Background: an optimization exercise with open tools, aiming at small area, a short achievable clock period and few clock cycles per item. Do not read the settings as production practice. Function was checked by simulation only, so behaviour that the tests miss may differ from the original. Power figures rest on the tool's default switching activity, not on a simulated workload.

[design.v]
module data_memory_lsu_lane #(
  parameter int ADDR_WIDTH = 6
) (
  input  logic                  clk,
  input  logic                  rd_en,
  input  logic                  wr_en,
  input  logic [ADDR_WIDTH-1:0] idx,
  input  logic [7:0]            wdata,
  output logic [7:0]            rdata
);
  logic [7:0] mem [2**ADDR_WIDTH];
  always_ff @(posedge clk) begin
    if (wr_en) mem[idx] <= wdata;
    if (rd_en) rdata <= mem[idx];
  end
endmodule
module data_memory_lsu #(
  parameter int ADDR_WIDTH   = 6,
  parameter int READ_LATENCY = 1
) (
  input  logic        clk,
  input  logic        rst,
  input  logic        req_valid,
  output logic        req_ready,
  input  logic        req_we,
  input  logic [2:0]  req_funct3,
  input  logic [31:0] req_addr,
  input  logic [31:0] req_wdata,
  output logic        rsp_valid,
  output logic [31:0] rsp_rdata,
  output logic        rsp_fault
);
  typedef enum logic [1:0] {IDLE, WAIT, RESP} state_t;
  typedef struct packed {
    logic       we;
    logic [2:0] funct3;
    logic [1:0] off;
    logic       fault;
  } req_t;
  state_t          state, state_n;
  logic [1:0]      cnt, cnt_n;
  req_t            req_q;
  logic            accept, fault;
  logic [3:0]      be;
  logic [3:0][7:0] lane_wdata, held;
  logic [31:0]     load_data, rdata_q;
  logic            fault_q;
  logic [7:0]      sel_b;
  logic [15:0]     sel_h;
  assign req_ready = (state == IDLE);
  assign rsp_valid = (state == RESP);
  assign accept    = req_valid && req_ready;
  always_comb begin
    fault = 1'b0;
    if (req_funct3[1:0] == 2'b01 && req_addr[0])         fault = 1'b1;
    if (req_funct3[1:0] == 2'b10 && req_addr[1:0] != 2'b00) fault = 1'b1;
    if (|req_addr[31:ADDR_WIDTH+2])                       fault = 1'b1;
    if (req_we && req_funct3 > 3'b010)                    fault = 1'b1;
    if (!req_we && (req_funct3 == 3'b011 || req_funct3[2:1] == 2'b11)) fault = 1'b1;
  end
  always_comb begin
    be         = 4'b1111;
    lane_wdata = req_wdata;
    case (req_funct3[1:0])
      2'b00: begin
        be         = 4'b0001 << req_addr[1:0];
        lane_wdata = {4{req_wdata[7:0]}};
      end
      2'b01: begin
        be         = req_addr[1] ? 4'b1100 : 4'b0011;
        lane_wdata = {2{req_wdata[15:0]}};
      end
      default: ;
    endcase
  end
  for (genvar i = 0; i < 4; i++) begin : g_lane
    data_memory_lsu_lane #(.ADDR_WIDTH(ADDR_WIDTH)) u_lane (
      .clk   (clk),
      .rd_en (accept),
      .wr_en (accept && req_we && !fault && be[i]),
      .idx   (req_addr[ADDR_WIDTH+1:2]),
      .wdata (lane_wdata[i]),
      .rdata (held[i])
    );
  end
  always_comb begin
    sel_b     = held[req_q.off];
    sel_h     = req_q.off[1] ? {held[3], held[2]} : {held[1], held[0]};
    load_data = '0;
    if (!req_q.we && !req_q.fault) begin
      case (req_q.funct3)
        3'b000:  load_data = {{24{sel_b[7]}}, sel_b};
        3'b001:  load_data = {{16{sel_h[15]}}, sel_h};
        3'b010:  load_data = held;
        3'b100:  load_data = {24'd0, sel_b};
        3'b101:  load_data = {16'd0, sel_h};
        default: load_data = '0;
      endcase
    end
  end
  always_comb begin
    state_n = state;
    cnt_n   = cnt;
    case (state)
      IDLE: if (accept) begin
        cnt_n   = 2'd0;
        state_n = (READ_LATENCY == 1) ? RESP : WAIT;
      end
      WAIT: begin
        if (cnt == 2'(READ_LATENCY - 2)) state_n = RESP;
        else                             cnt_n   = cnt + 2'd1;
      end
      RESP:    state_n = IDLE;
      default: state_n = IDLE;
    endcase
  end
  always_ff @(posedge clk or posedge rst) begin
    if (rst) begin
      state   <= IDLE;
      cnt     <= 2'd0;
      req_q   <= '0;
      rdata_q <= '0;
      fault_q <= 1'b0;
    end else begin
      state <= state_n;
      cnt   <= cnt_n;
      if (accept) req_q <= {req_we, req_funct3, req_addr[1:0], fault};
      if (state == RESP) begin
        rdata_q <= load_data;
        fault_q <= req_q.fault;
      end
    end
  end
  assign rsp_rdata = (state == RESP) ? load_data   : rdata_q;
  assign rsp_fault = (state == RESP) ? req_q.fault : fault_q;
endmodule
[constraint.sdc]
create_clock -name core_clock -period 5.0 [get_ports {clk}]
set_input_delay 1.0000 -clock core_clock [delete_from_list [all_inputs] [get_ports {clk}]]
set_output_delay 1.0000 -clock core_clock [all_outputs]
set_load 0.01 [all_outputs]
[config.mk]
export PLATFORM = sky130hd
export DESIGN_NAME = data_memory_lsu
export DESIGN_NICKNAME = data_memory_lsu
export VERILOG_FILES = /design/flow/design.v
export SDC_FILE = /design/flow/constraint.sdc
export NUM_CORES = 4
export LEC_CHECK = 0
export CAP_MARGIN = 20
export CORE_MARGIN = 2
export CORE_UTILIZATION = 45
export PLACE_DENSITY = 0.6
export SLEW_MARGIN = 20
[run.sh]
#!/bin/bash
# synth_recipe.tcl (not shown) runs the flow's synth.tcl, then flattens the netlist and writes it again
# the make line also repeats each setting of config.mk as NAME=value (left out here)
make -C /OpenROAD-flow-scripts/flow DESIGN_CONFIG=/design/flow/config.mk WORK_HOME=/design/flow/orfs CLKGATE_MAP_FILE= SYNTH_SCRIPT=/design/flow/synth_recipe.tcl finish
==> impl_metrics.json <==
{
  "area_growth_pct": 16.07,
  "skew_ns": 0.02538,
  "seqPwrFrac_pct": 53.8,
  "synthArstFlopShare_pct": 1.933,
  "stdcell_count": 7463,
  "dpl.cell_count": 7077,
  "cp.arrival_ns": 3.54,
  "die_h_um": 430.8,
  "leakage_nw": 30.68,
  "cpPeakStageDelay_ns": 0.69,
  "seq_area_mm2": 0.06349,
  "drv_cap": 0,
  "slew_headroom_pct": 19.20,
  "synth_top_area_cell": "edfxtp_1",
  "grt_pass1_wl_um": 344400,
  "wirelength_um": 246000,
  "viasPerCell": 6.222,
  "status": "timing/DRC/antenna clean",
  "ctsHtreeMaxLevel": 4,
  "clkPwrFrac_pct": 40.4,
  "critPathTopFamily": "simple AND/OR/NAND/NOR gates",
  "layout.nets": 4986,
  "start_util_pct": 45.30,
  "met2_usage_pct": 39.86,
  "syn_inst": 4408,
  "p_comb_share_pct": 5.8,
  "worstSkewPairLatency_ns": 0.83,
  "grt_usage_pct": 26.32,
  "grt_max_degree": 113,
  "gp_congestion": 0.9098,
  "post_synth_most_frequent_cells": "2080 x edfxtp_1, 330 x nor2_1, 256 x a221oi_1",
  "met1_usage_pct": 36.68,
  "clock-sinks": 2121,
  "worst_pin_slew_ns": 1.199,
  "nFillCells": 14250,
  "io_buffers": 105,
  "worst_hold_slack_ns": 0.4898,
  "grt_pass1_vias": 44750,
  "drtIter0Drc": 6352,
  "hold_viol_final": 0,
  "synth_edf_count": 2080,
  "ys_warn_count": 2,
  "clock.fmax_mhz": 220.2,
  "io-pin-count": 106,
  "cp_cell_sequence": "mux4_2, nor3b_1, nor2b_1, a221oi_1, o2bb2ai_1, clkdlybuf4s50_1",
  "ys_seq_area_share_pct": 77.46,
  "numCtsBuffers": 206,
  "synthTopCellsByArea": "edfxtp_1 76%, mux4_2 6.9%, a221oi_1 2.7%, mux2i_1 2.6%, nor2_1 1.5%",
  "fp.dieW_um": 430.8,
  "holdCritPathClass": "flip-flop to flip-flop",
  "synth_seq_cells": 2121,
  "postCtsSetupBuffers": 0,
  "finalCritPeriodShare_pct": 90.81,
  "ir_drop_uv": 258.7,
  "synth_most_common_cell": "edfxtp_1",
  "postRouteAntennaNets": 0,
  "gr-total-overflow": 0,
  "synth_fp_nets": 4479,
  "endpoint_kind": "output port",
  "syn_area_per_cell_um2": 18.59,
  "setup_violations": 0,
  "layout-drive-gt1-share_pct": 21.84,
  "rsz0062_at_grt": "no",
  "critPathMaxFanout": 8,
  "multiInputGateArea_mm2": 0.01717,
  "p_int_mw": 28.58,
  "slew_viol_final": 0,
  "min_period_ns": 4.541,
  "ctsResizeCount": 0,
  "required_ns": 4.00,
  "p_sw_mw": 8.139,
  "synthDistinctLibCells": 62,
  "crit_path_start_kind": "flip-flop",
  "tritoncts": "built",
  "drt-pass1-iter-count": 6,
  "syn-cell-area_mm2": 0.08196,
  "drc": 0,
  "p_per_area_mw_per_mm2": 386.0,
  "grtUsageMet3_pct": 7.470,
  "critPathSlowestCell": "edfxtp_1",
  "cts-root-buf": "clkbuf_16",
  "dieArea_mm2": 0.1856,
  "vias": 46430,
  "yosysTopAreaCellShare_pct": 76.21,
  "synthFlopType": "edfxtp_1",
  "crit_buf_inv": 1,
  "place_ws_ns": 0.5116,
  "critical_path_class": "flip-flop to output port",
  "top_usage_layer": "met2",
  "setup_ws_ns": 0.4593,
  "clk_transition_reported_paths_ns": 0.07,
  "wire_per_inst_um": 32.97,
  "cts_buffer_depth": 3,
  "rows": 156,
  "dp_hpwl_um": 160100,
  "fin_setup_tns_ns": 0,
  "holdBufCountCts": 0,
  "core-area_mm2": 0.1809,
  "swShare_pct": 22.16,
  "antenna_found_initial": 27
}
-- final cells by class --
| type | instances | share of cell area, % |
|---|---|---|
| timing repair buffer | 599 | 5.366 |
| sequential | 2121 | 66.74 |
| clock inverter | 115 | 0.9970 |
| clock buffer | 260 | 5.677 |
| multi-input combinational | 1981 | 18.04 |
| inverter | 6 | 0.03157 |
| tap | 2370 | 3.117 |
| antenna | 11 | 0.02894 |
-- per-stage QoR --
step,utilization [%],power (mW),cell area (um2)
finish,52.57,36.72,95130
global route,52.56,37.63,95110
CTS,52.56,36.86,95100
detailed placement,49.05,22.24,88750
global placement,49.05,22.22,88740
floorplan,-,21.18,81960
-- registers in the layout, summed over array words and instances (netlist names) --
name                 count
fault_q                  1
state                    1
g_lane.u_lane.mem     2048
g_lane.u_lane.rdata     32
req_q                    7
rdata_q                 32
-- power groups by stage --
stage / Clock (mW) / Combinational, mW / Sequential [mW]
floorplan: 0 / 1.10 / 20.1
global placement: 0 / 2.08 / 20.1
detailed placement: 0 / 2.10 / 20.1
CTS: 15.0 / 2.11 / 19.8
global route: 15.7 / 2.22 / 19.8
finish: 14.8 / 2.12 / 19.8
-- worst reg2reg max path: cells and delay by family, from the launching register on --
family                 cells  cell delay, ns
AND/OR/NAND/NOR            3            1.39
buffers and inverters      1            0.20
flip-flops                 1            0.46
AO/OA/AOI/OAI              2            0.66
-- kinds of logic after synthesis --
family / Yosys count / share of synthesized area (%)
DFF: 2121 / 77.46
and+or+nand+nor: 678 / 3.479
muxes: 502 / 10.03
buffers and inverters: 306 / 1.820
AOI/OAI and AO/OA: 801 / 7.215
-- cells in the final DEF (no fill, tap or decap), types with 48 or more instances in the layout --
cell type        Yosys  routed
edfxtp_1          2080    2080
buf_4               11     464
nor2_1             330     329
a221oi_1           256     256
mux4_2             251     251
nand2_1            247     247
mux2i_1            209     209
clkbuf_16            0     208
a22oi_1            123     123
a21oi_1            100     100
clkdlybuf4s50_1      0      93
o21ai_0             99      91
o22ai_1             65      65
clkbuf_1           125      52
clkinv_1             0      48
-- path summary, 6_finish.rpt --
kind / start / endpoint / slack (ns) / depth (start not counted)
max: g_lane[3].u_lane.rdata[7] / rsp_rdata[12] / 0.46 / 6
min: rdata_q[11] / rdata_q[11] / 0.49 / 1
max reg2reg: state[1] / g_lane[3].u_lane.mem[54][2] / 1.89 / 6
min reg2reg: rdata_q[11] / rdata_q[11] / 0.49 / 1
max in group asynchronous: rst / rdata_q[24] / 4.00 / 3
min in group asynchronous: rst / state[1] / 0.62 / 3
-- routing by layer --
metal	wire length [um]	vias up	part of all wire, %
met5	297	-	0.12
met4	8789	22	3.6
met3	28040	396	11
met2	112100	2722	46
met1	96770	24150	39
li1	-	19150	-
Testbench counts, summed over its fixed seeds: cycles 24,000, items 12,000.

-- static timing again, ports no longer ideal --
The results above use ideal ports. As a check the final layout listed here was re-extracted and re-timed, cells and wires unchanged.
Step 1 assumes that a clkbuf_16 drives the clock port and a buf_2 every other input.
Step 2 times the ports against the registers' clock, not the clock port: input delays grow and output delays shrink by t, the midpoint of the rising clock arrivals with the driver on.
a / b / c = ideal / step 1 / step 2; a / b = the first two.
shift t [ns]: 0.903
setup slack, ns: 0.459 / 0.378 / 0.381
latest minus earliest clock arrival (ns): 0.034 / 0.033
After both steps setup and hold are still met in this run. For this run, drivers alone change the setup slack by -0.081 ns; drivers and shift together by -0.078 ns.
